What follows belongs to an exercise in optimizing a design on an open flow for small area; a production flow would make more cautious choices.
Where RTL was checked, it was by simulation tests only, not by an equivalence proof against the original.
No activity file was given, so power comes from the tool's default toggle rates.

==> build 26: inputs <==
==> flow/design.v <==
module regfile_sb #(
  parameter int XLEN     = 32,
  parameter int NREGS    = 32,
  parameter int NRD      = 2,
  parameter int ZERO_REG = 1,
  parameter int BYPASS   = 1,
  parameter int AW       = $clog2(NREGS)
) (
  input  logic                 clk_i,
  input  logic                 reset_i,
  input  logic                 wen_i,
  input  logic [AW-1:0]        rd_idx_i,
  input  logic [XLEN-1:0]      rd_data_i,
  input  logic                 reserve_i,
  input  logic [AW-1:0]        reserve_idx_i,
  input  logic                 flush_i,
  input  logic [NRD*AW-1:0]    rs_idx_i,
  output logic [NRD*XLEN-1:0]  rs_data_o,
  output logic [NRD-1:0]       rs_busy_o,
  output logic [NREGS-1:0]     busy_o
);
  logic [XLEN-1:0]  data_r [1:NREGS-1];
  logic [NREGS-1:1] valid_r;
  logic [NREGS-1:1] busy_r;
  logic [NREGS-1:1] wdec_s;
  logic [NREGS-1:1] rdec_s;
  always_comb begin
    for (int i = 1; i < NREGS; i++) begin
      wdec_s[i] = wen_i && (rd_idx_i == AW'(i));
      rdec_s[i] = reserve_i && (reserve_idx_i == AW'(i));
    end
  end
  always_ff @(posedge clk_i) begin
    for (int i = 1; i < NREGS; i++) begin
      if (wdec_s[i]) data_r[i] <= rd_data_i;
    end
  end
  always_ff @(posedge clk_i or negedge reset_i) begin
    if (!reset_i) begin
      valid_r <= '0;
    end else begin
      valid_r <= valid_r | wdec_s;
    end
  end
  always_ff @(posedge clk_i or negedge reset_i) begin
    if (!reset_i) begin
      busy_r <= '0;
    end else begin
      busy_r <= {(NREGS-1){!flush_i}} & ((busy_r & ~wdec_s) | rdec_s);
    end
  end
  for (genvar k = 0; k < NRD; k++) begin : g_rd
    logic [AW-1:0]    idx_s;
    logic             byp_s;
    logic             bsel_s;
    logic [NREGS-1:1] sel_s;
    assign idx_s  = rs_idx_i[k*AW +: AW];
    assign byp_s  = wen_i && (rd_idx_i == idx_s) && (idx_s != '0);
    assign bsel_s = reset_i && byp_s;
    always_comb begin
      for (int i = 1; i < NREGS; i++)
        sel_s[i] = reset_i && !byp_s && valid_r[i] && (idx_s == AW'(i));
    end
    for (genvar b = 0; b < XLEN; b++) begin : g_bit
      logic [NREGS-1:0] col_s;
      for (genvar i = 1; i < NREGS; i++) begin : g_col
        assign col_s[i] = data_r[i][b];
      end
      assign col_s[0] = rd_data_i[b];
      regfile_sb_aor32 u_mux (
        .sel_i ({sel_s, bsel_s}),
        .dat_i (col_s),
        .y_o   (rs_data_o[k*XLEN + b])
      );
    end
    logic bsy_s;
    always_comb begin
      bsy_s = 1'b0;
      for (int i = 1; i < NREGS; i++)
        bsy_s = bsy_s | (reset_i && !byp_s && (idx_s == AW'(i)) && busy_r[i]);
    end
    assign rs_busy_o[k] = bsy_s;
  end
  assign busy_o = {busy_r, 1'b0};
endmodule
module regfile_sb_aor32 (
  input  logic [31:0] sel_i,
  input  logic [31:0] dat_i,
  output logic        y_o
);
  logic [10:0] n_s;
  for (genvar g = 0; g < 10; g++) begin : g_aoi
    regfile_sb_aoi222 u_aoi (
      .a_i (sel_i[3*g +: 3]),
      .b_i (dat_i[3*g +: 3]),
      .y_o (n_s[g])
    );
  end
  regfile_sb_aoi22 u_aoi_last (
    .a_i (sel_i[31:30]),
    .b_i (dat_i[31:30]),
    .y_o (n_s[10])
  );
  logic [2:0] o_s;
  regfile_sb_nand4 u_n0 (.a_i(n_s[3:0]),           .y_o(o_s[0]));
  regfile_sb_nand4 u_n1 (.a_i(n_s[7:4]),           .y_o(o_s[1]));
  regfile_sb_nand3 u_n2 (.a_i(n_s[10:8]),          .y_o(o_s[2]));
  regfile_sb_or3   u_o  (.a_i(o_s),                .y_o(y_o));
endmodule
module regfile_sb_aoi222 (
  input  logic [2:0] a_i,
  input  logic [2:0] b_i,
  output logic       y_o
);
  assign y_o = !((a_i[0] && b_i[0]) || (a_i[1] && b_i[1]) || (a_i[2] && b_i[2]));
endmodule
module regfile_sb_aoi22 (
  input  logic [1:0] a_i,
  input  logic [1:0] b_i,
  output logic       y_o
);
  assign y_o = !((a_i[0] && b_i[0]) || (a_i[1] && b_i[1]));
endmodule
module regfile_sb_nand4 (
  input  logic [3:0] a_i,
  output logic       y_o
);
  assign y_o = !(&a_i);
endmodule
module regfile_sb_nand3 (
  input  logic [2:0] a_i,
  output logic       y_o
);
  assign y_o = !(&a_i);
endmodule
module regfile_sb_or3 (
  input  logic [2:0] a_i,
  output logic       y_o
);
  assign y_o = |a_i;
endmodule
==> flow/run.sh <==
#!/bin/bash
# synth_recipe.tcl (not shown) runs the flow's synth.tcl, then flattens the netlist and writes it again
# the make line also repeats each setting of config.mk as NAME=value (left out here)
make -C /OpenROAD-flow-scripts/flow DESIGN_CONFIG=/design/flow/config.mk WORK_HOME=/design/flow/orfs CLKGATE_MAP_FILE= SYNTH_SCRIPT=/design/flow/synth_recipe.tcl finish
==> flow/config.mk <==
export PLATFORM = sky130hd
export DESIGN_NAME = regfile_sb
export DESIGN_NICKNAME = regfile_sb
export VERILOG_FILES = /design/flow/design.v
export SDC_FILE = /design/flow/constraint.sdc
export NUM_CORES = 4
export LEC_CHECK = 0
export CAP_MARGIN = 20
export CORE_MARGIN = 2
export CORE_UTILIZATION = 65
export CTS_BUF_LIST = sky130_fd_sc_hd__clkbuf_8 sky130_fd_sc_hd__clkbuf_4
export PLACE_DENSITY = 0.75
export SLEW_MARGIN = 20
export SYNTH_HIERARCHICAL = 1
export SYNTH_MINIMUM_KEEP_SIZE = 0
==> flow/constraint.sdc <==
create_clock -name core_clock -period 8.0 [get_ports {clk_i}]
set_input_delay 1.6000 -clock core_clock [delete_from_list [all_inputs] [get_ports {clk_i}]]
set_output_delay 1.6000 -clock core_clock [all_outputs]
set_load 0.01 [all_outputs]
==> trial 70: changes against build 26 <==
==> flow/design.v, changed modules only <==
module regfile_sb #(
  parameter int XLEN     = 32,
  parameter int NREGS    = 32,
  parameter int NRD      = 2,
  parameter int ZERO_REG = 1,
  parameter int BYPASS   = 1,
  parameter int AW       = $clog2(NREGS)
) (
  input  logic                 clk_i,
  input  logic                 reset_i,
  input  logic                 wen_i,
  input  logic [AW-1:0]        rd_idx_i,
  input  logic [XLEN-1:0]      rd_data_i,
  input  logic                 reserve_i,
  input  logic [AW-1:0]        reserve_idx_i,
  input  logic                 flush_i,
  input  logic [NRD*AW-1:0]    rs_idx_i,
  output logic [NRD*XLEN-1:0]  rs_data_o,
  output logic [NRD-1:0]       rs_busy_o,
  output logic [NREGS-1:0]     busy_o
);
  logic [XLEN-1:0]  data_r [1:NREGS-1];
  logic [NREGS-1:1] valid_r;
  logic [NREGS-1:1] busy_r;
  logic [NREGS-1:1] wdec_s;
  logic [NREGS-1:1] rdec_s;
  logic [NREGS-1:1] valid_d_s;
  logic [NREGS-1:1] busy_d_s;
  logic [3:0] wlo_s, rlo_n_s;
  logic [7:0] whi_s, rhi_n_s;
  logic [NREGS-1:1] wdec_n_s;
  logic [NREGS-1:1] bz_s;
  always_comb begin
    for (int a = 0; a < 4; a++) begin
      wlo_s[a]   = (rd_idx_i[1:0] == 2'(a));
      rlo_n_s[a] = !(reserve_idx_i[1:0] == 2'(a));
    end
    for (int b = 0; b < 8; b++) begin
      whi_s[b]   = wen_i && (rd_idx_i[4:2] == 3'(b));
      rhi_n_s[b] = !(reserve_i && (reserve_idx_i[4:2] == 3'(b)));
    end
  end
  for (genvar i = 1; i < NREGS; i++) begin : g_wr
    regfile_sb_nand2 u_wdn  (.a_i({wlo_s[i%4], whi_s[i/4]}),     .y_o(wdec_n_s[i]));
    regfile_sb_inv   u_wd   (.a_i(wdec_n_s[i]),                   .y_o(wdec_s[i]));
    regfile_sb_nor2  u_rdec (.a_i({rlo_n_s[i%4], rhi_n_s[i/4]}), .y_o(rdec_s[i]));
    regfile_sb_or2   u_vnxt (.a_i({valid_r[i], wdec_s[i]}),       .y_o(valid_d_s[i]));
    regfile_sb_aoi21 u_bz   (.a_i({busy_r[i], wdec_n_s[i]}), .b_i(rdec_s[i]), .y_o(bz_s[i]));
    regfile_sb_nor2  u_bnxt (.a_i({flush_i, bz_s[i]}),                        .y_o(busy_d_s[i]));
  end
  always_ff @(posedge clk_i) begin
    for (int i = 1; i < NREGS; i++) begin
      if (wdec_s[i]) data_r[i] <= rd_data_i;
    end
  end
  always_ff @(posedge clk_i or negedge reset_i) begin
    if (!reset_i) begin
      valid_r <= '0;
      busy_r  <= '0;
    end else begin
      valid_r <= valid_d_s;
      busy_r  <= busy_d_s;
    end
  end
  for (genvar k = 0; k < NRD; k++) begin : g_rd
    logic [AW-1:0]    idx_s;
    logic             byp_s;
    logic             bsel_s;
    logic [3:0]       lo_s;
    logic [7:0]       hi_s;
    logic [NREGS-1:1] sel_s;
    assign idx_s  = rs_idx_i[k*AW +: AW];
    assign byp_s  = wen_i && (rd_idx_i == idx_s) && (idx_s != '0);
    assign bsel_s = reset_i && byp_s;
    always_comb begin
      for (int a = 0; a < 4; a++)
        lo_s[a] = (idx_s[1:0] == 2'(a));
      for (int b = 0; b < 8; b++)
        hi_s[b] = reset_i && !byp_s && (idx_s[4:2] == 3'(b));
    end
    for (genvar i = 1; i < NREGS; i++) begin : g_sel
      regfile_sb_and3 u_sel (.a_i({lo_s[i%4], hi_s[i/4], valid_r[i]}), .y_o(sel_s[i]));
    end
    for (genvar b = 0; b < XLEN; b++) begin : g_bit
      logic [NREGS-1:0] col_s;
      for (genvar i = 1; i < NREGS; i++) begin : g_col
        assign col_s[i] = data_r[i][b];
      end
      assign col_s[0] = rd_data_i[b];
      regfile_sb_aor32 u_mux (
        .sel_i ({sel_s, bsel_s}),
        .dat_i (col_s),
        .y_o   (rs_data_o[k*XLEN + b])
      );
    end
    logic [NREGS-1:0] bv_s;
    logic [7:0]       grp_s;
    assign bv_s = {busy_r, 1'b0};
    for (genvar b = 0; b < 8; b++) begin : g_bgrp
      regfile_sb_aor4 u_g (.sel_i(lo_s), .dat_i(bv_s[4*b +: 4]), .y_o(grp_s[b]));
    end
    regfile_sb_aor8 u_bsy (.sel_i(hi_s), .dat_i(grp_s), .y_o(rs_busy_o[k]));
  end
  assign busy_o = {busy_r, 1'b0};
endmodule
module regfile_sb_aor32 (
  input  logic [31:0] sel_i,
  input  logic [31:0] dat_i,
  output logic        y_o
);
  logic [11:0] n_s;
  for (genvar g = 0; g < 10; g++) begin : g_aoi
    regfile_sb_aoi222 u_aoi (
      .a_i (sel_i[3*g +: 3]),
      .b_i (dat_i[3*g +: 3]),
      .y_o (n_s[g])
    );
  end
  regfile_sb_nand2 u_n30 (.a_i({sel_i[30], dat_i[30]}), .y_o(n_s[10]));
  regfile_sb_nand2 u_n31 (.a_i({sel_i[31], dat_i[31]}), .y_o(n_s[11]));
  logic [2:0] o_s;
  regfile_sb_nand4 u_n0 (.a_i(n_s[3:0]),  .y_o(o_s[0]));
  regfile_sb_nand4 u_n1 (.a_i(n_s[7:4]),  .y_o(o_s[1]));
  regfile_sb_nand4 u_n2 (.a_i(n_s[11:8]), .y_o(o_s[2]));
  regfile_sb_or3   u_o  (.a_i(o_s),       .y_o(y_o));
endmodule
module regfile_sb_nand2 (
  input  logic [1:0] a_i,
  output logic       y_o
);
  assign y_o = !(&a_i);
endmodule
module regfile_sb_aor4 (
  input  logic [3:0] sel_i,
  input  logic [3:0] dat_i,
  output logic       y_o
);
  logic [1:0] n_s;
  regfile_sb_aoi222 u_a0 (.a_i(sel_i[2:0]), .b_i(dat_i[2:0]), .y_o(n_s[0]));
  regfile_sb_nand2  u_a1 (.a_i({sel_i[3], dat_i[3]}),         .y_o(n_s[1]));
  regfile_sb_nand2  u_n  (.a_i(n_s),                          .y_o(y_o));
endmodule
module regfile_sb_aor8 (
  input  logic [7:0] sel_i,
  input  logic [7:0] dat_i,
  output logic       y_o
);
  logic [3:0] n_s;
  regfile_sb_aoi222 u_a0 (.a_i(sel_i[2:0]), .b_i(dat_i[2:0]), .y_o(n_s[0]));
  regfile_sb_aoi222 u_a1 (.a_i(sel_i[5:3]), .b_i(dat_i[5:3]), .y_o(n_s[1]));
  regfile_sb_nand2  u_a2 (.a_i({sel_i[6], dat_i[6]}),         .y_o(n_s[2]));
  regfile_sb_nand2  u_a3 (.a_i({sel_i[7], dat_i[7]}),         .y_o(n_s[3]));
  regfile_sb_nand4  u_n  (.a_i(n_s),                          .y_o(y_o));
endmodule
module regfile_sb_nor2 (
  input  logic [1:0] a_i,
  output logic       y_o
);
  assign y_o = !(|a_i);
endmodule
module regfile_sb_or2 (
  input  logic [1:0] a_i,
  output logic       y_o
);
  assign y_o = |a_i;
endmodule
module regfile_sb_and3 (
  input  logic [2:0] a_i,
  output logic       y_o
);
  assign y_o = &a_i;
endmodule
module regfile_sb_inv (
  input  logic a_i,
  output logic y_o
);
  assign y_o = !a_i;
endmodule
module regfile_sb_aoi21 (
  input  logic [1:0] a_i,
  input  logic       b_i,
  output logic       y_o
);
  assign y_o = !((a_i[0] && a_i[1]) || b_i);
endmodule
// module regfile_sb_aoi22 removed
// module regfile_sb_nand3 removed
==> flow/flow/run.sh (new file) <==
#!/bin/bash
set -o pipefail
eval "$(sed -n 's/^export \(CTS_BUF_LIST\|CTS_CLUSTER_SIZE\|CTS_CLUSTER_DIAMETER\) *= *\(.*\)$/\1="\2"/p' config.mk)"
grep -E "CTS_|MARGIN|UTIL" config.mk > cts_settings.log 2>&1
export BUFFER_PORTS_ARGS="-buffer_cell sky130_fd_sc_hd__buf_1"
export CTS_ARGS="-sink_clustering_enable -repair_clock_nets -dont_use_dummy_load -buf_list {${CTS_BUF_LIST}} -sink_clustering_size ${CTS_CLUSTER_SIZE} -sink_clustering_max_diameter ${CTS_CLUSTER_DIAMETER}"
echo "CTS_ARGS=$CTS_ARGS" >> cts_settings.log
bash standard.sh > standard_flow.log 2>&1
==> flow/standard.sh (new file) <==
#!/bin/bash
# synth_recipe.tcl (not shown) runs the flow's synth.tcl, then flattens the netlist and writes it again
# the make line also repeats each setting of config.mk as NAME=value (left out here)
make -C /OpenROAD-flow-scripts/flow DESIGN_CONFIG=/design/flow/config.mk WORK_HOME=/design/flow/orfs CLKGATE_MAP_FILE= SYNTH_SCRIPT=/design/flow/synth_recipe.tcl "${@:-finish}"
- CORE_UTILIZATION: 65 -> 40
- CTS_BUF_LIST: sky130_fd_sc_hd__clkbuf_8 sky130_fd_sc_hd__clkbuf_4 -> sky130_fd_sc_hd__clkbuf_8
- CTS_CLUSTER_DIAMETER: unset -> 100
- CTS_CLUSTER_SIZE: unset -> 16
- PLACE_DENSITY: 0.75 -> unset
removed: flow/run.sh
==> build 52: changes against build 26 <==
==> flow/design.v, changed modules only <==
module regfile_sb_aor32 (
  input  logic [31:0] sel_i,
  input  logic [31:0] dat_i,
  output logic        y_o
);
  logic [11:0] n_s;
  for (genvar g = 0; g < 10; g++) begin : g_aoi
    regfile_sb_aoi222 u_aoi (
      .a_i (sel_i[3*g +: 3]),
      .b_i (dat_i[3*g +: 3]),
      .y_o (n_s[g])
    );
  end
  regfile_sb_nand2 u_n30 (.a_i({sel_i[30], dat_i[30]}), .y_o(n_s[10]));
  regfile_sb_nand2 u_n31 (.a_i({sel_i[31], dat_i[31]}), .y_o(n_s[11]));
  logic [2:0] o_s;
  regfile_sb_nand4 u_n0 (.a_i(n_s[3:0]),  .y_o(o_s[0]));
  regfile_sb_nand4 u_n1 (.a_i(n_s[7:4]),  .y_o(o_s[1]));
  regfile_sb_nand4 u_n2 (.a_i(n_s[11:8]), .y_o(o_s[2]));
  regfile_sb_or3   u_o  (.a_i(o_s),       .y_o(y_o));
endmodule
module regfile_sb_nand2 (
  input  logic [1:0] a_i,
  output logic       y_o
);
  assign y_o = !(&a_i);
endmodule
// module regfile_sb_aoi22 removed
// module regfile_sb_nand3 removed
==> flow/flow/run.sh (new file) <==
#!/bin/bash
set -o pipefail
eval "$(sed -n 's/^export \(CTS_BUF_LIST\|CTS_CLUSTER_SIZE\|CTS_CLUSTER_DIAMETER\) *= *\(.*\)$/\1="\2"/p' config.mk)"
grep -E "CTS_|MARGIN|UTIL" config.mk > cts_settings.log 2>&1
export BUFFER_PORTS_ARGS="-buffer_cell sky130_fd_sc_hd__buf_1"
export CTS_ARGS="-sink_clustering_enable -repair_clock_nets -dont_use_dummy_load -buf_list {${CTS_BUF_LIST}} -sink_clustering_size ${CTS_CLUSTER_SIZE} -sink_clustering_max_diameter ${CTS_CLUSTER_DIAMETER}"
echo "CTS_ARGS=$CTS_ARGS" >> cts_settings.log
bash standard.sh > standard_flow.log 2>&1
==> flow/standard.sh (new file) <==
#!/bin/bash
# synth_recipe.tcl (not shown) runs the flow's synth.tcl, then flattens the netlist and writes it again
# the make line also repeats each setting of config.mk as NAME=value (left out here)
make -C /OpenROAD-flow-scripts/flow DESIGN_CONFIG=/design/flow/config.mk WORK_HOME=/design/flow/orfs CLKGATE_MAP_FILE= SYNTH_SCRIPT=/design/flow/synth_recipe.tcl "${@:-finish}"
- CAP_MARGIN: 20 -> 10
- CORE_UTILIZATION: 65 -> 50
- CTS_BUF_LIST: sky130_fd_sc_hd__clkbuf_8 sky130_fd_sc_hd__clkbuf_4 -> sky130_fd_sc_hd__clkbuf_8
- CTS_CLUSTER_DIAMETER: unset -> 50
- CTS_CLUSTER_SIZE: unset -> 16
- PLACE_DENSITY: 0.75 -> unset
- SLEW_MARGIN: 20 -> 10
removed: flow/run.sh
==> notes <==
- The highest final cell count belongs to trial 70, the lowest to build 26.
- Clock power: build 26 is higher than trial 70 (about 70%).
- Non-clock buffer count, lowest first: build 52, trial 70, build 26.
- Synthesized area, lowest first: trial 70, build 52, build 26.
- In build 52 the die area is higher than in build 26, by 29%.
- In critical path depth, build 52 and build 26 do not differ.
- In flip-flop and latch count, trial 70 and build 52 do not differ.
Function not checked in build 26: the RTL went through the layout flow alone.

[what the ideal ports hide]
How much do the figures lean on ideal ports? The routed layouts below were timed once more, with nothing changed but the port constraints. Step 1 assumes that a clkbuf_16 drives the clock port and a buf_2 every other input. Step 2 also shifts input and output timing later by t, the mid clock arrival at the registers, as if the neighbouring blocks saw the same clock. Slacks: ideal ports / drivers / drivers and shift; pairs: ideal ports / drivers.
run | shift t [ns] | setup slack, ns | clock arrival spread, ns | worst register clock-pin slew, ns
build 26 | 0.893 | 0.295 / 0.264 / 0.264 | 0.038 / 0.038 | 0.07 / 0.07
trial 70 | 0.783 | 1.115 / 1.090 / 1.090 | 0.118 / 0.119 | 0.11 / 0.11
build 52 | 0.798 | 0.882 / 0.855 / 0.855 | 0.116 / 0.115 | 0.10 / 0.10
After both steps setup and hold are still met in every run listed. The setup slack of build 26, which loses most, moves by -0.031 ns with the drivers and by -0.031 ns with both steps.
